Background: an optimization exercise with open tools, aiming at small area, a short achievable clock period and few clock cycles. Do not read the settings as production practice. Function was checked by simulation only, so behaviour that the tests miss may differ from the original. No activity file was given, so power comes from the tool's default toggle rates.

==> design/flow/design.v <==
`default_nettype none
package rc4_pkg;
    localparam int MAX_MSG_LEN = 32;                    
    localparam int KEY_BYTES   = 3;                     
    typedef logic [7:0]  byte_t;                        
    typedef logic [7:0]  sbox_addr_t;                   
    typedef logic [23:0] rc4_key_t;                     
    typedef logic [$clog2(MAX_MSG_LEN)-1:0] msg_idx_t;  
endpackage
`default_nettype wire
`default_nettype none
module s_box_ram (
    input  logic                 clk,
    input  logic                 init,       
    input  logic [15:0]          qroww,      
    input  logic [15:0]          qcolw,      
    input  logic [15:0]          qrowr,      
    input  logic [15:0]          qcolr,      
    input  rc4_pkg::byte_t       ah,         
    input  rc4_pkg::byte_t       al,         
    output rc4_pkg::byte_t       b_prev,     
    output rc4_pkg::byte_t       r2,         
    input  logic [15:0]          trow,       
    input  logic [15:0]          tcol,
    output rc4_pkg::byte_t       zt,         
    output rc4_pkg::byte_t       bb          
);
    rc4_pkg::byte_t r [1:255];
    logic [255:0]   wsel;                    
    rc4_pkg::byte_t rowb [0:15];             
    rc4_pkg::byte_t rowb_q [0:15];           
    rc4_pkg::byte_t rowz [0:15];
    rc4_pkg::byte_t rowz_q [0:15];
    logic [15:0]    trow_q;
    logic [15:0]    qrow_q;
    logic           qzero_q;                 
    rc4_pkg::byte_t bb_q;                    
    rc4_pkg::byte_t b_rows;
    always_comb begin
        for (int k = 0; k < 256; k++) wsel[k] = qroww[k / 16] & qcolw[k % 16];
    end
    always_comb begin
        for (int rr = 0; rr < 16; rr++) begin
            rowb[rr] = '0;
            rowz[rr] = '0;
            for (int cc = 0; cc < 16; cc++) begin
                if (rr * 16 + cc != 0) begin
                    rowb[rr] = rowb[rr] | (r[rr * 16 + cc] & {8{qcolr[cc]}});
                    rowz[rr] = rowz[rr] | (r[rr * 16 + cc] & {8{tcol[cc]}});
                end
            end
        end
        b_rows = '0;
        zt     = '0;
        for (int rr = 0; rr < 16; rr++) begin
            b_rows = b_rows | (rowb_q[rr] & {8{qrow_q[rr]}});
            zt     = zt     | (rowz_q[rr] & {8{trow_q[rr]}});
        end
    end
    assign b_prev = qzero_q ? bb_q : b_rows;
    assign r2     = r[2];
    assign bb     = bb_q;
    always_ff @(posedge clk) begin
        for (int rr = 0; rr < 16; rr++) begin
            rowb_q[rr] <= rowb[rr];
            rowz_q[rr] <= rowz[rr];
        end
        qrow_q <= qrowr;
        trow_q <= trow;
        if (init) begin
            qzero_q <= 1'b1;                     
            bb_q    <= 8'hFF;
        end else begin
            qzero_q <= qrowr[0] & qcolr[0];
            bb_q    <= b_prev;
        end
    end
    for (genvar k = 1; k < 256; k++) begin : g_pos
        for (genvar n = 0; n < 8; n++) begin : g_bit
            logic ax;
            logic nxt;
            assign ax = (((k - 1) >> n) & 1) ? ah[n] : al[n];
            if (k == 255) begin : g_last
                assign nxt = b_prev[n];
            end else begin : g_mid
                assign nxt = r[k + 1][n];
            end
            always_ff @(posedge clk) begin
                r[k][n] <= wsel[(k + 1) % 256] ? ax : nxt;
            end
        end
    end
endmodule
`default_nettype wire
`default_nettype none
module rc4_keystream (
    input  logic               clk,
    input  logic               go,                   
    input  logic               busy,                 
    input  logic               busy_next,            
    input  rc4_pkg::rc4_key_t  secret_key,
    output logic               prga,                 
    output rc4_pkg::byte_t     z                     
);
    logic [8:0]           c;
    rc4_pkg::byte_t       a_q;                       
    rc4_pkg::byte_t       ah_q, al_q;                
    logic                 init_q;                    
    logic [15:0]          qroww_q, qcolw_q;          
    logic                 is2_q;                     
    rc4_pkg::sbox_addr_t  q_q;                       
    rc4_pkg::sbox_addr_t  qk_q;                      
    logic [15:0]          qrow_q, qcol_q;            
    logic [23:0]          keym1_q;                   
    rc4_pkg::byte_t       ami_q;                     
    rc4_pkg::byte_t       a_next;
    rc4_pkg::sbox_addr_t  q_next;
    rc4_pkg::byte_t       b_prev;
    rc4_pkg::byte_t       bb;
    rc4_pkg::byte_t       r2;
    rc4_pkg::byte_t       zt;
    rc4_pkg::sbox_addr_t  u;                         
    logic [15:0]          trow_q, tcol_q;            
    rc4_pkg::byte_t       a1_q, a1_qq;               
    logic                 ui_q, ui_qq;               
    logic                 uj_q, uj_qq;               
    logic                 ksa_last;
    assign ksa_last = (c == 9'd255);
    assign prga     = busy && (c >= 9'd257) && (c <= 9'd288);
    assign a_next   = is2_q ? a_q : r2;
    assign q_next   = go ? secret_key[23:16] + 8'd1 : ksa_last ? 8'd1 : qk_q + a_next;
    assign u        = b_prev + ami_q;
    s_box_ram u_s_box (
        .clk     (clk),
        .init    (init_q),
        .qroww   (qroww_q),
        .qcolw   (qcolw_q),
        .qrowr   (qrow_q),
        .qcolr   (qcol_q),
        .ah      (ah_q),
        .al      (al_q),
        .b_prev  (b_prev),
        .r2      (r2),
        .trow    (trow_q),
        .tcol    (tcol_q),
        .zt      (zt),
        .bb      (bb)
    );
    assign z = ui_qq ? a1_qq : uj_qq ? bb : zt;
    always_ff @(posedge clk) begin
        ami_q <= a_q - c[7:0] - 8'd1;
        a1_q  <= a_q;
        ui_q  <= (u == 8'd0);
        uj_q  <= (u == q_q - 8'd1);
        a1_qq <= a1_q;
        ui_qq <= ui_q;
        uj_qq <= uj_q;
        q_q   <= q_next;
        qk_q  <= go ? secret_key[23:16] + secret_key[15:8] : ksa_last ? 8'd0 : qk_q + a_next + keym1_q[7:0];
        is2_q <= (q_next == 8'd2);
        for (int k = 0; k < 16; k++) begin
            trow_q[k] <= (u[7:4] == 4'(k));
            tcol_q[k] <= (u[3:0] == 4'(k));
            qrow_q[k] <= (q_next[7:4] == 4'(k));
            qcol_q[k] <= (q_next[3:0] == 4'(k));
            qroww_q[k] <= !busy_next || (q_next[7:4] == 4'(k));
            qcolw_q[k] <= !busy_next || (q_next[3:0] == 4'(k));
        end
        init_q <= !busy_next;
        if (go) begin
            keym1_q <= {secret_key[23:16] - 8'd1, secret_key[15:8] - 8'd1, secret_key[7:0] - 8'd1};
        end else if (ksa_last) begin
            keym1_q <= '1;                           
        end else begin
            keym1_q <= {keym1_q[15:0], keym1_q[23:16]};
        end
        if (go) begin
            c      <= '0;
            a_q    <= 8'd0;
        end else begin
            if (busy) c <= c + 9'd1;
            a_q    <= a_next;
        end
        if (!busy_next) begin
            ah_q <= 8'hFF;
            al_q <= 8'h00;
        end else if (go) begin
            ah_q <= 8'd0;
            al_q <= 8'd0;
        end else begin
            ah_q <= is2_q ? ah_q : r2;
            al_q <= is2_q ? al_q : r2;
        end
    end
endmodule
`default_nettype wire
`default_nettype none
module rc4_xor_stage (
    input  logic               clk,
    input  logic               reset_n,
    input  logic               init,
    input  logic               ct_load,
    input  logic [12:0]        ct_in,
    input  logic               zv,               
    input  rc4_pkg::byte_t     z,
    output logic               pt_valid,
    output logic [12:0]        pt_out,
    output logic               last              
);
    rc4_pkg::byte_t     ct_mem [0:rc4_pkg::MAX_MSG_LEN-1];
    rc4_pkg::msg_idx_t  idx;
    assign last = zv && (idx == 5'd31);
    always_ff @(posedge clk) begin
        if (ct_load) ct_mem[ct_in[12:8]] <= ct_in[7:0];
        pt_out <= {idx, z ^ ct_mem[idx]};
        if (init) idx <= '0;
        else if (zv) idx <= idx + 5'd1;
    end
    always_ff @(posedge clk) begin
        if (!reset_n) pt_valid <= 1'b0;
        else          pt_valid <= zv;
    end
endmodule
`default_nettype wire
`default_nettype none
module rc4_decrypt_top (
    input  logic               clk,
    input  logic               reset_n,
    input  logic               start,
    input  logic [23:0]        secret_key,       
    input  logic               ct_load,
    input  logic [12:0]        ct_in,            
    output logic               pt_valid,
    output logic [12:0]        pt_out,           
    output logic               done
);
    logic           busy;                        
    logic           zv1;                         
    logic           zv2;                         
    logic           zv;                          
    logic           go;                          
    logic           busy_next;
    logic           prga;
    logic           last;
    rc4_pkg::byte_t z;
    assign go        = start && !busy;
    assign busy_next = reset_n && (go || (busy && !last));
    rc4_keystream u_keystream (
        .clk        (clk),
        .go         (go),
        .busy_next  (busy_next),
        .busy       (busy),
        .secret_key (secret_key),
        .prga       (prga),
        .z          (z)
    );
    rc4_xor_stage u_xor (
        .clk      (clk),
        .reset_n  (reset_n),
        .init     (go),
        .ct_load  (ct_load),
        .ct_in    (ct_in),
        .zv       (zv),
        .z        (z),
        .pt_valid (pt_valid),
        .pt_out   (pt_out),
        .last     (last)
    );
    always_ff @(posedge clk) begin
        if (!reset_n) begin
            busy <= 1'b0;
            zv1  <= 1'b0;
            zv2  <= 1'b0;
            zv   <= 1'b0;
            done <= 1'b0;
        end else begin
            zv1  <= prga;
            zv2  <= zv1;
            zv   <= zv2;
            if (go) begin
                busy <= 1'b1;
                done <= 1'b0;
            end else if (last) begin
                busy <= 1'b0;
                done <= 1'b1;
            end
        end
    end
endmodule
`default_nettype wire
==> design/flow/run.sh <==
#!/bin/bash
# synth_recipe.tcl (not shown) runs the flow's synth.tcl, then flattens the netlist and writes it again
# the make line also repeats each setting of config.mk as NAME=value (left out here)
make -C /OpenROAD-flow-scripts/flow DESIGN_CONFIG=/design/flow/config.mk WORK_HOME=/design/flow/orfs CLKGATE_MAP_FILE= SYNTH_SCRIPT=/design/flow/synth_recipe.tcl finish
==> design/flow/config.mk <==
export PLATFORM = sky130hd
export DESIGN_NAME = rc4_decrypt_top
export DESIGN_NICKNAME = rc4_decrypt_top
export VERILOG_FILES = /design/flow/design.v
export SDC_FILE = /design/flow/constraint.sdc
export NUM_CORES = 4
export LEC_CHECK = 0
export CAP_MARGIN = 20
export CORE_MARGIN = 2
export CORE_UTILIZATION = 35
export CTS_CLUSTER_DIAMETER = 100
export CTS_CLUSTER_SIZE = 30
export PLACE_DENSITY = 0.45
export SETUP_SLACK_MARGIN = 5
export SLEW_MARGIN = 20
==> design/flow/constraint.sdc <==
create_clock -name core_clock -period 12.0 [get_ports {clk}]
set_input_delay 2.4000 -clock core_clock [delete_from_list [all_inputs] [get_ports {clk}]]
set_output_delay 2.4000 -clock core_clock [all_outputs]
set_load 0.01 [all_outputs]
==> results.yml, run 1 <==
synth:
  synth_area_sq_mm: 0.113
  synth-seq-cells: 2821
  synthXorXnorAreaFrac: 0.00703
  netlist-cell-type-count: 63
  syn_inst: 9170
  ys.warnings.count: 9
  synth_top_area_cell: "dfxtp_1"
  syn_area_per_cell_sq_um: 12.3
  synthArstFlopShare: 0
  ys_seq_area_frac: 0.522
  synth_compound_area_frac: 0.177
  syn_nets: 9262
  synth_ff_type: "dfxtp_1"
  synthAdderAreaFrac: 0.00597
  synth.area.top_cells: "dfxtp_1, mux2_2, a22o_1"
  synth_top_family_by_area: "multiplexers"
  synth_mux_area_frac: 0.222
  yosysTopAreaCellShare: 0.454
  synth-edff-count: 256
  synth-simple-area-share: 0.0381
sta:
  finalCriticalPeriod_ps: 4360
  relSlewSlack: 0.162
  final_max_slew_viol_count: 0
  max_freq_mhz: 229
  rsz0062_at_grt: "no"
  fin_skew_ps: 53.8
  setup_viol: 0
  hold_viol_final: 0
  finalWorstSetupSlack_ps: 7640
  tns_ps: 0
  worst_pin_slew_ps: 1260
  fin_crit_sh: 0.363
place:
  gp_congestion: 0.955
  port_buffers: 55
  placedCellCount: 12900
  post-place-ws_ps: 6710
  hpwl_microns: 331000
setup_path:
  critPathCaptureType: "flip-flop"
  crit_slowest_cell: "nand2b_1"
  crit_fanout: 20
  path_cells: "clkdlybuf4s50_1 > nand2b_1 > nand2b_1 > nor2_1 > a32oi_1 > o21ai_0"
  crit_type: "in -> reg"
  arrival_ps: 5160
  critPathTopFamily: "simple AND/OR/NAND/NOR gates"
  cpPeakStageDelay_ps: 730
  cp-start-kind: "input pin"
  crit_required_ps: 12810
  crit_path_frequent_cell: "nand2b_1"
  cp_num_buf_inv: 1
power_and_ir_drop:
  power.density_mw_per_mm2: 276
  swShare: 0.449
  p_sw_mw: 15.1
  clkPwrFrac: 0.167
  internal-power_mw: 18.5
  power_mw: 33.6
  p_leak_nw: 44.4
  vdd_drop_max_uv: 210
  p_comb_frac: 0.377
  p_seq_frac: 0.456
routing:
  viasPerCell: 6.86
  drt_pass1_iterations: 9
  dr_total_vias: 90100
  wl_microns: 558000
  drt_iter0_drc: 14400
  routedWlPerCell_microns: 42.5
  ant_nets: 0
  route.detailed.drc: 0
clock_tree:
  cts_sinks: 2821
  cts_tree: "built"
  clock_latency_ps: 980
  postCtsSetupBuffers: 0
  numCtsBuffers: 125
  clk_pin_slew_ps: 120
  cts_buffer_depth: 4
  htree_levels: 3
  cts_root_buf: "clkbuf_16"
  cts_resized: 0
  hold_buffers: 0
final_layout:
  drive_gt1_frac: 0.294
  fin_cells: 13100
  fillers: 30800
  fin_nets: 8786
  syn2layout_area_growth_pct: 7.78
die:
  std_cell_rows: 208
  die_area_sq_mm: 0.328
  core_area_sq_mm: 0.321
  die_y_microns: 572
  die_w_microns: 572
  start_util: 0.352
  ioPinCount: 56
grt:
  overflow: 0
  grt_max_degree: 81
  track_usage: 0.328
  grt_pass1_vias: 86100
  antenna_found_initial: 73
  grt_pass1_wl_microns: 748000
run_status:
  outcome: "complete, no violations"
job:
  maxCapViolations: 0
hold_path:
  holdCritPathClass: "reg -> reg"
[through the flow]
step	util	cell area [sq um]	hold WS (ps)
6_report	0.379	122000	335
5_1_grt	0.379	122000	330
4_1_cts	0.379	122000	339
3_5_place_dp	0.366	118000	312
3_3_place_gp	0.366	118000	313
2_1_floorplan	-	113000	310
[power by group through the flow]
stage	Combinational (mW)	Clock, mW	Sequential [mW]
finish	12.7	5.61	15.3
global route	12.7	5.98	15.4
CTS	12.1	5.68	15.1
detailed placement	12.1	0	15.3
global placement	12.1	0	15.3
floorplan	6.81	0	13.4
[cells in the mapped netlist, types with 6 or more instances]
library cell,number
dfxtp_1,2565
mux2_2,2048
a22o_1,1042
a221oi_1,1037
clkbuf_1,717
nand2_1,301
nand4_1,274
edfxtp_1,256
nor2_1,132
buf_1,84
mux4_2,80
a22oi_1,66
o21ai_0,62
a21oi_1,54
nor3_1,52
xnor2_1,52
ha_1,46
inv_1,33
xor2_1,33
nand2b_1,20
and3_1,19
mux2i_1,18
a21o_1,17
a222oi_1,16
buf_2,16
nor2b_1,15
and2_1,13
or2_2,12
nand3_1,10
o22ai_1,8
nand3b_1,7
o31ai_1,6
[path summary, 6_finish.rpt]
path                                      start                endpoint  slack (ps)  depth (start not counted)
setup reg to reg  u_keystream.u_s_box.qrow_q[1]        u_keystream.ui_q        7950                         12
setup / recovery                          start  u_keystream.qcolw_q[4]        7640                          6
hold reg to reg             u_keystream.a1_q[7]    u_keystream.a1_qq[7]         340                          0
hold / removal              u_keystream.a1_q[7]    u_keystream.a1_qq[7]         340                          0
[logic make-up (layout without fill, tap and decap cells)]
logic type / count (synthesis) / count (layout)
xor gates and xnor gates: 87 / 87
AOI/OAI and AO/OA: 2343 / 2343
muxes: 2147 / 2147
and+or+nand+nor: 870 / 870
buffers and inverters: 851 / 467
adders and majority gates: 51 / 51
DFF: 2821 / 2821
other: 0 / 50
[layer usage]
metal / GRT usage / wire length (microns) / up-vias
met3: 0.0869 / 61800 / 1953
met1: 0.438 / 228000 / 45700
li1: - / - / 35300
met2: 0.479 / 232000 / 7148
met4: 0.181 / 36200 / 48
met5: 0 / 324 / -
[layout make-up]
| cell class | count | area (sq um) | share of cell area |
|---|---|---|---|
| Antenna cell | 50 | 125 | 0.00103 |
| Clock buffer | 150 | 3330 | 0.0273 |
| Clock inverter | 69 | 845 | 0.00693 |
| Inverter | 33 | 124 | 0.00102 |
| Multi-Input combinational cell | 5498 | 50800 | 0.417 |
| Sequential cell | 2821 | 59200 | 0.486 |
| Tap cell | 4305 | 5390 | 0.0442 |
| Timing Repair Buffer | 215 | 2000 | 0.0164 |
[sequential cells by signal (all words and copies together), names as in the netlist, 9 cells and up, named ones only]
name                        count
u_xor.ct_mem                  256
u_keystream.c                   9
u_keystream.keym1_q            24
u_keystream.tcol_q             16
u_keystream.u_s_box.trow_q     16
u_keystream.qcol_q             16
u_keystream.u_s_box.rowz_q    128
u_keystream.qrow_q             16
u_keystream.qcolw_q            16
u_keystream.u_s_box.rowb_q    128
u_keystream.u_s_box.r        2040
u_keystream.u_s_box.qrow_q     16
u_xor.pt_out                   13
u_keystream.trow_q             16
u_keystream.qroww_q            16
[layout by cell type (no fill, tap or decap), types with 80 or more instances in the layout]
cell type,instances
mux2_2,2048
nor2_1,132
nand4_1,274
a221oi_1,1037
buf_4,140
mux4_2,80
edfxtp_1,256
clkbuf_16,128
a22o_1,1042
nand2_1,301
dfxtp_1,2498
Testbench counts, summed over its fixed seeds: cycles 20,800.
==> run 2: changes to the inputs <==
--- a/design/flow/design.v
+++ b/design/flow/design.v
@@ -241,3 +241,5 @@
     logic           go;                          
-    logic           busy_next;
+    logic           go_q;                        
+    logic           run;                         
+    logic           run_next;
     logic           prga;
@@ -245,9 +247,9 @@
     rc4_pkg::byte_t z;
-    assign go        = start && !busy;
-    assign busy_next = reset_n && (go || (busy && !last));
+    assign go       = start && !busy;
+    assign run_next = reset_n && (go_q || (run && !last));
     rc4_keystream u_keystream (
         .clk        (clk),
-        .go         (go),
-        .busy_next  (busy_next),
-        .busy       (busy),
+        .go         (go_q),
+        .busy_next  (run_next),
+        .busy       (run),
         .secret_key (secret_key),
@@ -259,3 +261,3 @@
         .reset_n  (reset_n),
-        .init     (go),
+        .init     (go_q),
         .ct_load  (ct_load),
@@ -271,2 +273,4 @@
             busy <= 1'b0;
+            go_q <= 1'b0;
+            run  <= 1'b0;
             zv1  <= 1'b0;
@@ -276,2 +280,4 @@
         end else begin
+            go_q <= go;
+            run  <= run_next;
             zv1  <= prga;
==> design/flow/flow/run.sh (new file) <==
#!/bin/bash
set -euo pipefail
bash standard.sh SETUP_SLACK_MARGIN=7.7 TNS_END_PERCENT=20 finish > flow_finish.log 2>&1
==> design/flow/standard.sh (new file) <==
#!/bin/bash
# synth_recipe.tcl (not shown) runs the flow's synth.tcl, then flattens the netlist and writes it again
# the make line also repeats each setting of config.mk as NAME=value (left out here)
make -C /OpenROAD-flow-scripts/flow DESIGN_CONFIG=/design/flow/config.mk WORK_HOME=/design/flow/orfs CLKGATE_MAP_FILE= SYNTH_SCRIPT=/design/flow/synth_recipe.tcl "${@:-finish}"
--- a/design/flow/config.mk
+++ b/design/flow/config.mk
@@ -11,5 +11,4 @@
 export CTS_CLUSTER_DIAMETER = 100
-export CTS_CLUSTER_SIZE = 30
+export CTS_CLUSTER_SIZE = 24
 export PLACE_DENSITY = 0.45
-export SETUP_SLACK_MARGIN = 5
 export SLEW_MARGIN = 20
removed: design/flow/run.sh
==> run 2 against run 1 <==
Cell count down 0.11%. Still clean on timing, DRC and antenna. Flip-flop and latch count up 2. Critical path type is now reg -> out. Worst setup slack better by 120 ps. Fmax up 2.8%. Via count up 0.41%.
==> results.yml, run 2 <==
run_status:
  outcome: "complete, no violations"
routing:
  dr_total_vias: 90500
  drt_pass1_iterations: 9
  drt_iter0_drc: 13500
  routedWlPerCell_microns: 42.4
  ant_nets: 0
  route.detailed.drc: 0
  wl_microns: 556000
  viasPerCell: 6.89
setup_path:
  crit_type: "reg -> out"
  arrival_ps: 1840
  crit_slowest_cell: "clkdlybuf4s50_1"
  critPathTopFamily: "buffers and inverters"
  crit_fanout: 1
  cp_num_buf_inv: 1
  cp-start-kind: "flip-flop"
  crit_required_ps: 9600
  path_cells: "clkdlybuf4s50_1"
  cpPeakStageDelay_ps: 560
  critPathCaptureType: "output pin"
die:
  die_area_sq_mm: 0.327
  core_area_sq_mm: 0.321
  ioPinCount: 56
  std_cell_rows: 208
  start_util: 0.352
  die_y_microns: 572
  die_w_microns: 572
power_and_ir_drop:
  swShare: 0.440
  p_leak_nw: 43.9
  p_seq_frac: 0.438
  power.density_mw_per_mm2: 248
  vdd_drop_max_uv: 168
  p_comb_frac: 0.371
  internal-power_mw: 16.9
  power_mw: 30.2
  clkPwrFrac: 0.191
  p_sw_mw: 13.3
synth:
  synth_top_area_cell: "dfxtp_1"
  syn_nets: 9236
  synth_ff_type: "dfxtp_1"
  ys_seq_area_frac: 0.523
  syn_inst: 9144
  yosysTopAreaCellShare: 0.455
  synth-seq-cells: 2823
  synth_common_cells: "dfxtp_1, mux2_2, a22o_1"
  synth_area_sq_mm: 0.113
  ys.warnings.count: 9
  netlist-cell-type-count: 62
  synth.area.top_cells: "dfxtp_1, mux2_2, a22o_1"
  syn_area_per_cell_sq_um: 12.4
  synthArstFlopShare: 0
  yosysMostFrequentCell: "dfxtp_1"
  synth-edff-count: 256
sta:
  final_max_slew_viol_count: 0
  fin_skew_ps: 56.3
  max_freq_mhz: 236
  rsz0062_at_grt: "yes"
  tns_ps: 0
  fin_crit_sh: 0.353
  finalCriticalPeriod_ps: 4240
  relSlewSlack: 0.221
  setup_viol: 0
  hold_viol_final: 0
  worst_pin_slew_ps: 1170
clock_tree:
  numCtsBuffers: 145
  clk_pin_slew_ps: 100
  postCtsSetupBuffers: 0
  cts_buffer_depth: 4
  cts_sinks: 2823
  cts_tree: "built"
  hold_buffers: 0
  cts_root_buf: "clkbuf_16"
  htree_levels: 4
  clock_latency_ps: 910
final_layout:
  largest_reg_flops: 2040
  fin_nets: 8788
  syn2layout_area_growth_pct: 7.89
  final_common_cell: "dfxtp_1"
  drive_gt1_frac: 0.293
  regMostFlops: "u_keystream.u_s_box.r"
  most-common-layout-cells: "dfxtp_1, mux2_2, a22o_1"
grt:
  grt_max_degree: 80
  grt_pass1_wl_microns: 746000
  overflow: 0
  grt_pass1_vias: 86600
  track_usage: 0.327
  antenna_found_initial: 73
job:
  maxCapViolations: 0
hold_path:
  holdCritPathClass: "reg -> reg"
place:
  port_buffers: 55
  hpwl_microns: 328000
  gp_congestion: 0.946
-- run 2: cell count changes after synthesis, sizes merged, moves of 4 or more --
cell and delta:
nor2 +16, o31ai -4, buf -7, a21oi +4
o22ai -5, xnor2 +5, xor2 -9, nor3 -25
inv -4
-- run 2: per-layer routing --
layer / GRT usage / part of all wire / vias to the layer above
met2: 0.481 / 0.42 / 7284
li1: - / - / 35200
met4: 0.186 / 0.065 / 34
met3: 0.0981 / 0.11 / 2032
met1: 0.423 / 0.40 / 45900
met5: 0.00191 / 0.00043 / -
-- run 2: power by group through the flow --
| stage | logic [mW] | clock network (mW) | registers, mW |
|---|---|---|---|
| 6_report | 11.2 | 5.78 | 13.2 |
| 5_1_grt | 11.2 | 6.15 | 13.2 |
| 4_1_cts | 10.7 | 5.84 | 13.1 |
| 3_5_place_dp | 10.6 | 0 | 13.3 |
| 3_3_place_gp | 10.7 | 0 | 13.3 |
| 2_1_floorplan | 5.75 | 0 | 11.8 |
-- run 2: path summary, 6_finish.rpt --
kind / startpoint / to / slack (ps) / cells after the start
setup reg to reg: u_keystream.u_s_box.qrow_q[3] / u_keystream.uj_q / 8100 / 13
hold reg to reg: u_keystream.a1_q[4] / u_keystream.a1_qq[4] / 340 / 0
hold / removal: u_keystream.a1_q[4] / u_keystream.a1_qq[4] / 340 / 0
setup / recovery: u_xor.pt_out[4] / pt_out[4] / 7760 / 1
-- run 2: final cells by class --
class	instances	area (sq um)
diodes	69	173
fillers	30900	199000
clock buffers	184	3920
well taps	4305	5390
repair buffers	218	2000
clock inverters	19	300
flip-flops and latches	2823	59300
inverters	30	113
multi-input cells	5478	50700
-- run 2: cell families after synthesis --
group,share of synthesized area
compound gates,0.176
mux,0.222
flops,0.523
xor+xnor,0.00679
simple gates,0.0377
fa+ha+maj,0.00598
buf+inv,0.0284
-- run 2: metrics by stage --
| stage | setup WS, ps | utilization | cell area, sq um | hold WS, ps | std cells |
|---|---|---|---|---|---|
| after floorplan | 7910 | - | 113000 | 310 | 9144 |
| after global placement | 6790 | 0.366 | 117000 | 315 | 12900 |
| after detailed placement | 6690 | 0.366 | 117000 | 312 | 12900 |
| after CTS | 7670 | 0.379 | 122000 | 332 | 13100 |
| after global routing | 7700 | 0.379 | 122000 | 341 | 13100 |
| final | 7760 | 0.379 | 122000 | 335 | 13100 |
-- run 2: repair_timing --
| action | CTS | global route |
|---|---|---|
| endpoints found under the setup margin | 5 | 2 |
| endpoints found under the hold margin | 0 | 0 |
| resized for setup | 1 | 1 |
Testbench counts of run 2, summed over its fixed seeds: cycles 20,864.

-- what the ideal ports hide --
The flow's constraints put no driver on any port. The routed layouts listed below were extracted and timed again, unchanged, in two steps.
Step 1, drivers: a clkbuf_16 drives clk and a buf_2 each remaining input, both assumed.
Step 2 adds t to the input delays and takes it off the output delays; t is the mean of the earliest and latest rising clock arrival at the registers after step 1. Input paths then give back, and output paths get back, about the clock's delay inside the block.
a / b / c = no drivers / after step 1 / after step 2; a / b = the first two.
run	shift t [ns]	slack for setup (ns)	hold WS [ns]	worst slew at a driven data input, ns
run 1	1.059	7.641 / 7.585 / 6.666	0.335 / 0.335 / 0.335	0.03
run 2	1.012	7.762 / 7.641 / 7.002	0.335 / 0.335 / 0.335	0.05
After both steps setup and hold are still met in every run listed. For run 1, which loses most, drivers alone change the setup slack by -0.056 ns; drivers and shift together by -0.975 ns.
